Context: an optimization exercise on an open-source flow, tuned for small area and a short achievable clock period. The choices shown serve that exercise and are no tape-out recipe.
RTL that was checked went through simulation tests only; none was proved equivalent to the original.

==> flow/design.v (excerpt) <==
module arith_encoder #(
  parameter int SYMBOL_WIDTH = 4
) (
  input  logic                    general_clk,
  input  logic                    reset,
  input  logic                    in_valid,
  input  logic [15:0]             fl,
  input  logic [15:0]             fh,
  input  logic [SYMBOL_WIDTH-1:0] symbol,
  input  logic [SYMBOL_WIDTH:0]   nsyms,
  input  logic                    bool_mode,
  output logic                    out_valid,
  output logic [15:0]             range_out,
  output logic [23:0]             low_out,
  output logic [4:0]              cnt_out,
  output logic [1:0]              bit_flag,
  output logic [15:0]             out_bit_1,
  output logic [15:0]             out_bit_2
);
  logic        p_x, p_en, p_z;
  logic [10:0] p_m2;
  logic [5:0]  p_k;
  logic [9:0]  p_n;
  logic [4:0]  p_o2;
  logic [15:0] add_next;
  logic [3:0]  d_q;
  pipeline_control u_control (
    .general_clk (general_clk),
    .reset       (reset),
    .in_valid    (in_valid),
    .out_valid   (out_valid)
  );
  probability_stage u_stage_1 (
    .general_clk (general_clk),
    .reset       (reset),
    .in_valid    (in_valid),
    .fl          (fl),
    .fh          (fh),
    .symbol      (symbol),
    .nsyms       (nsyms),
    .bool_mode   (bool_mode),
    .p_x         (p_x),
    .p_en        (p_en),
    .p_z         (p_z),
    .p_m2        (p_m2),
    .p_k         (p_k),
    .p_n         (p_n),
    .p_o2        (p_o2)
  );
  interval_update u_stage_2 (
    .general_clk (general_clk),
    .reset       (reset),
    .p_x         (p_x),
    .p_en        (p_en),
    .p_z         (p_z),
    .p_m2        (p_m2),
    .p_k         (p_k),
    .p_n         (p_n),
    .p_o2        (p_o2),
    .range_q     (range_out),
    .d_q         (d_q),
    .add_next    (add_next)
  );
  renormalizer u_stage_3 (
    .general_clk (general_clk),
    .reset       (reset),
    .add_next    (add_next),
    .d_q         (d_q),
    .low_out     (low_out),
    .cnt_out     (cnt_out),
    .bit_flag    (bit_flag),
  ...
Settings: LEC_CHECK=0, ABC_AREA=1, CAP_MARGIN=20, CORE_MARGIN=2, CORE_UTILIZATION=40, SETUP_SLACK_MARGIN=2.0, SLEW_MARGIN=20; clock period 9.0 ns.
standard.sh (not shown) runs the stock make flow with config.mk's settings and CLKGATE_MAP_FILE= SYNTH_SCRIPT=/design/flow/synth_recipe.tcl, a recipe that flattens the netlist after the stock synthesis.
==> flow/flow/run.sh <==
#!/bin/bash
# The standard layout with two changes: adders use Yosys's Sklansky carry
# network instead of Kogge-Stone, and the ports get the smallest buffer
# instead of the delay buffer that buffer_ports picks by default. All output
# goes to run_standard.log in this folder; ORFS keeps its logs under orfs/logs.
set -euo pipefail
export SYNTH_OPERATIONS_ARGS="-extra-map +/choices/sklansky.v"
export BUFFER_PORTS_ARGS="-buffer_cell sky130_fd_sc_hd__buf_1"
bash standard.sh > run_standard.log 2>&1
Next try:
==> flow/flow/run.sh (replaced) <==
#!/bin/bash
# The standard layout with three changes: synthesis skips the quick ABC pass
# inside Yosys's synth (the final ABC mapping still runs), adders use Yosys's
# Sklansky carry network instead of Kogge-Stone, and the ports get the
# smallest buffer instead of the delay buffer that buffer_ports picks by
# default. All output goes to run_standard.log in this folder; ORFS keeps its
# own logs under orfs/logs.
set -euo pipefail
export SYNTH_ARGS="-noabc"
export SYNTH_OPERATIONS_ARGS="-extra-map +/choices/sklansky.v"
export BUFFER_PORTS_ARGS="-buffer_cell sky130_fd_sc_hd__buf_1"
bash standard.sh > run_standard.log 2>&1
--- a/flow/config.mk
+++ b/flow/config.mk
@@ -10,4 +10,4 @@
 export CORE_MARGIN = 2
 export CORE_UTILIZATION = 40
-export SETUP_SLACK_MARGIN = 2.0
+export SETUP_SLACK_MARGIN = 2.5
 export SLEW_MARGIN = 20
The new run completed without violations.
Die area rose by 0.46%.
Worst setup slack gains 0.45 ns.
Hold slack gets better by 0.072 ns.
Routed wire length came out higher by 3.8%.
Synthesized cell count fell by 0.53%.
Core utilization rose by 0.23 points.
Global-route usage climbs by 0.26 points.
Count of clock-buffer cells in the layout goes down by 2.
Maximum frequency is higher by 7.3%.
Synthesized area rises by 0.48%.
First-iteration DRC count shrinks by 14%.
Function was not checked in any run of this note: the RTL went through the layout flow alone.

* * *

## v6
arith_encoder, a different RTL version from the one above (not shown whole).
Size in the first run: about 1,700 cells after synthesis, roughly 84 flip-flops, roughly 130 I/O pins, about 12,000 um^2 of cells after synthesis.
export LEC_CHECK = 0
export ABC_AREA = 1
export CAP_MARGIN = 20
export CORE_MARGIN = 2
export CORE_UTILIZATION = 40
export CTS_BUF_LIST = sky130_fd_sc_hd__clkbuf_8
export SETUP_SLACK_MARGIN = 2.75
export SLEW_MARGIN = 20
create_clock -name core_clock -period 9.0 [get_ports {general_clk}]
==> flow/flow/run.sh <==
#!/bin/bash
# The standard layout with three changes: synthesis skips the quick ABC pass
# inside Yosys's synth (the final ABC mapping still runs), adders use Yosys's
# Sklansky carry network instead of Kogge-Stone, and the ports get the
# smallest buffer instead of the delay buffer that buffer_ports picks by
# default. All output goes to run_standard.log in this folder; ORFS keeps its
# own logs under orfs/logs.
set -euo pipefail
export SYNTH_ARGS="-noabc"
export SYNTH_OPERATIONS_ARGS="-extra-map +/choices/sklansky.v"
export BUFFER_PORTS_ARGS="-buffer_cell sky130_fd_sc_hd__buf_1"
bash standard.sh > run_standard.log 2>&1
v6: done, clean on timing, DRC and antenna
For v7, these inputs were changed with respect to v6:
# v6
export LEC_CHECK = 0
export ABC_AREA = 1
export CAP_MARGIN = 20
export CORE_MARGIN = 2
export CORE_UTILIZATION = 40
export CTS_BUF_LIST = sky130_fd_sc_hd__clkbuf_8
export SETUP_SLACK_MARGIN = 2.75
export SLEW_MARGIN = 20
create_clock -name core_clock -period 9.0 [get_ports {general_clk}]
# v7
export LEC_CHECK = 0
export ABC_AREA = 1
export CAP_MARGIN = 20
export CORE_MARGIN = 2
export CORE_UTILIZATION = 40
export CTS_BUF_LIST = sky130_fd_sc_hd__clkbuf_8
export SETUP_SLACK_MARGIN = 2.3
export SLEW_MARGIN = 20
create_clock -name core_clock -period 9.0 [get_ports {general_clk}]
[summary]
From v6 to v7 the numbers moved as follows: post-CTS repair timing setup buffer count now sits lower, buffer share of cell area decreased 1.6 points.
From v7 to v6, number of flip-flops and latches did not move at all.
[compare] base=v6 new=v7: sequential share of layout area higher, non-clock buffer count went down.
v7 -> v6: number of buffer cells added on primary ports delta 0, exact match
Summary of v7 over v6: met2 wirelength from detailed routing down 3.5%.
Relative to v6, global-route wire length before repair decreased by 2.0% in v7.
No run of this note included a check of the RTL's function; only the layout flow was run.

* * *

arith_encoder, a different RTL version from the one above (not shown whole).
For scale: ~130 I/O pins, ~12000 um2 of cells after synthesis.
==> flow/config.mk <==
export PLATFORM = sky130hd
export DESIGN_NAME = arith_encoder
export DESIGN_NICKNAME = arith_encoder
export VERILOG_FILES = /design/flow/design.v
export SDC_FILE = /design/flow/constraint.sdc
export NUM_CORES = 4
export LEC_CHECK = 0
export ABC_AREA = 1
export CAP_MARGIN = 20
export CORE_MARGIN = 2
export CORE_UTILIZATION = 40
export CTS_BUF_LIST = sky130_fd_sc_hd__clkbuf_8
export SETUP_SLACK_MARGIN = 2.9
export SLEW_MARGIN = 20
==> flow/constraint.sdc <==
create_clock -name core_clock -period 9.0 [get_ports {general_clk}]
set_input_delay 1.8000 -clock core_clock [delete_from_list [all_inputs] [get_ports {general_clk}]]
set_output_delay 1.8000 -clock core_clock [all_outputs]
set_load 0.01 [all_outputs]
Scripts as last shown in full above: flow/flow/run.sh
Change:
Settings changed: SETUP_SLACK_MARGIN 2.9 to 3.0, TNS_END_PERCENT set to 60.
Outcome:
- The changed run finished with timing, DRC and antenna clean
- via count stays flat
- design area is higher slightly
- clock skew is about the same
- synthesized cell count stays the same
- critical path depth does not change
- cell count is higher slightly
Change:
Settings changed: TNS_END_PERCENT 60 to 30.
The new run produced a clean layout.
Cell count is unchanged.
Maximum frequency fell by 0.43%.
Routed wire length barely changes.
Cell area is about the same.
Critical path depth is unchanged.
Setup slack is worse by 25 ps.
Synthesized area does not change.
Clock-buffer cell count is unchanged.
Change:
Settings changed: SETUP_SLACK_MARGIN 3.0 to 3.1, TNS_END_PERCENT 30 to not set.
What happened:
- cell area came out higher by 1.0%
- flip-flop and latch count does not change
- non-clock buffer count went up by 7
- via count is about the same
Change:
Settings changed: SETUP_SLACK_MARGIN 3.1 to 3.2.
Routed wire length is higher slightly.
Utilization rose by 0.86 points.
Non-clock buffer count rose by 4.
Setup slack gains 29 ps.
Clock-buffer cell count does not change.
Via count rises slightly.

* * *

arith_encoder, a different RTL version from the one above (not shown whole).
Size: about 1,700 cells after synthesis, about 84 flip-flops, about 130 I/O pins.
Settings: LEC_CHECK=0, ABC_AREA=1, CAP_MARGIN=20, CORE_MARGIN=2, CORE_UTILIZATION=40, CTS_BUF_LIST=sky130_fd_sc_hd__clkbuf_8, SETUP_SLACK_MARGIN=3.1, SLEW_MARGIN=20; clock period 9.0 ns.
Scripts as last shown in full above: flow/flow/run.sh
Rerun with:
- CTS_CLUSTER_DIAMETER: unset -> 60
- CTS_CLUSTER_SIZE: unset -> 20
- SETUP_SLACK_MARGIN: 3.1 -> 3.0
Via count came out lower by 1.1%.
Non-clock buffer count shrinks by 16.
Cell area falls by 3.1%.
Routed wire length fell by 1.8%.
Sequential cell count does not change.
Synthesized cell count stays the same.
Area after synthesis is unchanged.
Worst setup slack gets better by 73 ps.

* * *

Setup of job 973:
arith_encoder again, from the RTL that the note above started with.
// arith_encoder
module arith_encoder #(
  parameter int SYMBOL_WIDTH = 4
) (
  input  logic                    general_clk,
  input  logic                    reset,
  input  logic                    in_valid,
  input  logic [15:0]             fl,
  input  logic [15:0]             fh,
  input  logic [SYMBOL_WIDTH-1:0] symbol,
  input  logic [SYMBOL_WIDTH:0]   nsyms,
  input  logic                    bool_mode,
  output logic                    out_valid,
  output logic [15:0]             range_out,
  output logic [23:0]             low_out,
  output logic [4:0]              cnt_out,
  output logic [1:0]              bit_flag,
  output logic [15:0]             out_bit_1,
  output logic [15:0]             out_bit_2
);
  logic        p_x, p_en, p_z;
  logic        p_s;
  logic [9:0]  p_m2n;
  logic [5:0]  p_k;
  logic [9:0]  p_nn;
  logic [4:0]  p_o2;
  logic [15:0] add_next;
  logic [3:0]  d_q;
  pipeline_control u_control (
    .general_clk (general_clk),
    .reset       (reset),
    .in_valid    (in_valid),
    .out_valid   (out_valid)
  );
  probability_stage u_stage_1 (
    .general_clk (general_clk),
    .reset       (reset),
    .in_valid    (in_valid),
    .fl          (fl),
    .fh          (fh),
    .symbol      (symbol),
    .nsyms       (nsyms),
    .bool_mode   (bool_mode),
    .p_x         (p_x),
    .p_en        (p_en),
    .p_z         (p_z),
    .p_s         (p_s),
    .p_m2n       (p_m2n),
    .p_k         (p_k),
    .p_nn         (p_nn),
    .p_o2        (p_o2)
  );
  interval_update u_stage_2 (
    .general_clk (general_clk),
    .reset       (reset),
  ...
export LEC_CHECK = 0
export ABC_AREA = 1
export CAP_MARGIN = 20
export CORE_MARGIN = 2
export CORE_UTILIZATION = 40
export CTS_BUF_LIST = sky130_fd_sc_hd__clkbuf_8
export GPL_ROUTABILITY_DRIVEN = 0
export SETUP_SLACK_MARGIN = 3.0
export SLEW_MARGIN = 20
create_clock -name core_clock -period 9.0 [get_ports {general_clk}]
Scripts as last shown in full above: flow/flow/run.sh
### job 973 -> job 5861
diff --git a/flow/config.mk b/flow/config.mk
--- a/flow/config.mk
+++ b/flow/config.mk
@@ -13,2 +13 @@
-export GPL_ROUTABILITY_DRIVEN = 0
-export SETUP_SLACK_MARGIN = 3.0
+export SETUP_SLACK_MARGIN = 3.25
Results
First-iteration DRC count (job 5861 vs. job 973) increases by more than 10%. | sequential share of cell area | job 5861 vs job 973 | 0.55 points lower |. Delta (job 5861 minus job 973): delay contributed by the slowest stage of the critical path now smaller, routed wire length on met3 now smaller, clock network latency to the later pin of the worst-skew pair now larger, post-detailed-route via-to-cell ratio now larger. Sort job 973 and job 5861 by clock skew, descending, and job 973 comes first. Relative to job 973, post-layout instance area has increased by 4.4% in job 5861.
### job 5861 -> job 826
diff --git a/flow/config.mk b/flow/config.mk
--- a/flow/config.mk
+++ b/flow/config.mk
@@ -13 +13 @@
-export SETUP_SLACK_MARGIN = 3.25
+export SETUP_SLACK_MARGIN = 2.75
--- outcome ---
- Job 826 completed end to end with timing, DRC and antenna clean.
- Relative to job 5861, wire length decreased by 1.7 mm in job 826.
- Job 826 vs. job 5861: register fraction of the total cell area went up by 0.62 points.
- On final critical delay including setup and external delays, job 826 does worse than job 5861.
- In job 826 the cell count turned out 35 lower than in job 5861.
- On first-pass iteration count of the detailed router, the higher figure sits with job 5861, not job 826.
Relative to job 826, the following input files were edited for job 3478:
diff --git a/flow/config.mk b/flow/config.mk
--- a/flow/config.mk
+++ b/flow/config.mk
@@ -12,2 +12,2 @@
-export CTS_BUF_LIST = sky130_fd_sc_hd__clkbuf_8
-export SETUP_SLACK_MARGIN = 2.75
+export CTS_BUF_LIST = sky130_fd_sc_hd__clkbuf_4 sky130_fd_sc_hd__clkbuf_8
+export SETUP_SLACK_MARGIN = 2.9
--- outcome ---
Job 3478 — non-clock buffer contribution to total cell area 0.94 points higher, job 826 as reference. Lower non-filler instance count after layout among job 826 and job 3478: job 826. Job 826 has lower relative area change from synthesis to final layout than job 3478. As far as sequential share of layout area is concerned, job 826 and job 3478 perform about the same. Job 3478 against job 826; wire length is up slightly. ~same cell area after placement in job 826 and job 3478. Going from job 826 to job 3478, register area picked up an extra about 0.7%, routed wire length per instance rose 0.14 um, number of fill cells in the layout -about 2%.

[separate check: timing with driven ports]
Ports are ideal in the flow. The routed layouts listed here were re-timed in OpenROAD. Step 1 assumes that a clkbuf_16 drives the clock port and a buf_2 every other input. Step 2 times the ports against the registers' clock, not the clock port: input delays grow and output delays shrink by t, the midpoint of the rising clock arrivals with the driver on. a / b / c = ideal ports / drivers / drivers and shift; a / b = the first two.
run	t, ns	setup WS [ns]	worst setup path at the end	worst register clock-pin slew, ns	pins driven straight from the clock port
the first run of note 1	0.399	2.435 / 2.435 / 2.435	register to register	0.07 / 0.07	1
the second run of note 1	0.386	2.880 / 2.880 / 2.662	input to register	0.08 / 0.08	1
v6	0.412	3.003 / 3.003 / 3.003	register to register	0.11 / 0.11	1
v7	0.410	2.667 / 2.667 / 2.667	register to register	0.10 / 0.10	1
the first run of note 3	0.424	3.158 / 3.158 / 3.076	input to register	0.11 / 0.11	1
the second run of note 3	0.423	3.214 / 3.214 / 3.098	input to register	0.11 / 0.11	1
the third run of note 3	0.424	3.189 / 3.189 / 3.100	input to register	0.11 / 0.11	1
the fourth run of note 3	0.422	3.272 / 3.272 / 3.061	input to register	0.11 / 0.11	1
the fifth run of note 3	0.423	3.300 / 3.300 / 3.267	input to register	0.11 / 0.11	1
the first run of note 4	0.421	3.171 / 3.171 / 2.955	input to register	0.10 / 0.10	1
the second run of note 4	0.413	3.244 / 3.244 / 3.171	input to register	0.10 / 0.10	1
job 973	0.413	3.244 / 3.244 / 3.171	input to register	0.10 / 0.10	1
job 5861	0.425	3.080 / 3.080 / 2.901	input to register	0.10 / 0.10	1
job 826	0.419	3.054 / 3.054 / 2.821	input to register	0.10 / 0.10	1
job 3478	0.416	3.221 / 3.221 / 3.047	input to register	0.10 / 0.10	1
After both steps every run listed still meets setup and hold. For job 826, which loses most, drivers alone change the setup slack by 0.000 ns; drivers and shift together by -0.233 ns.
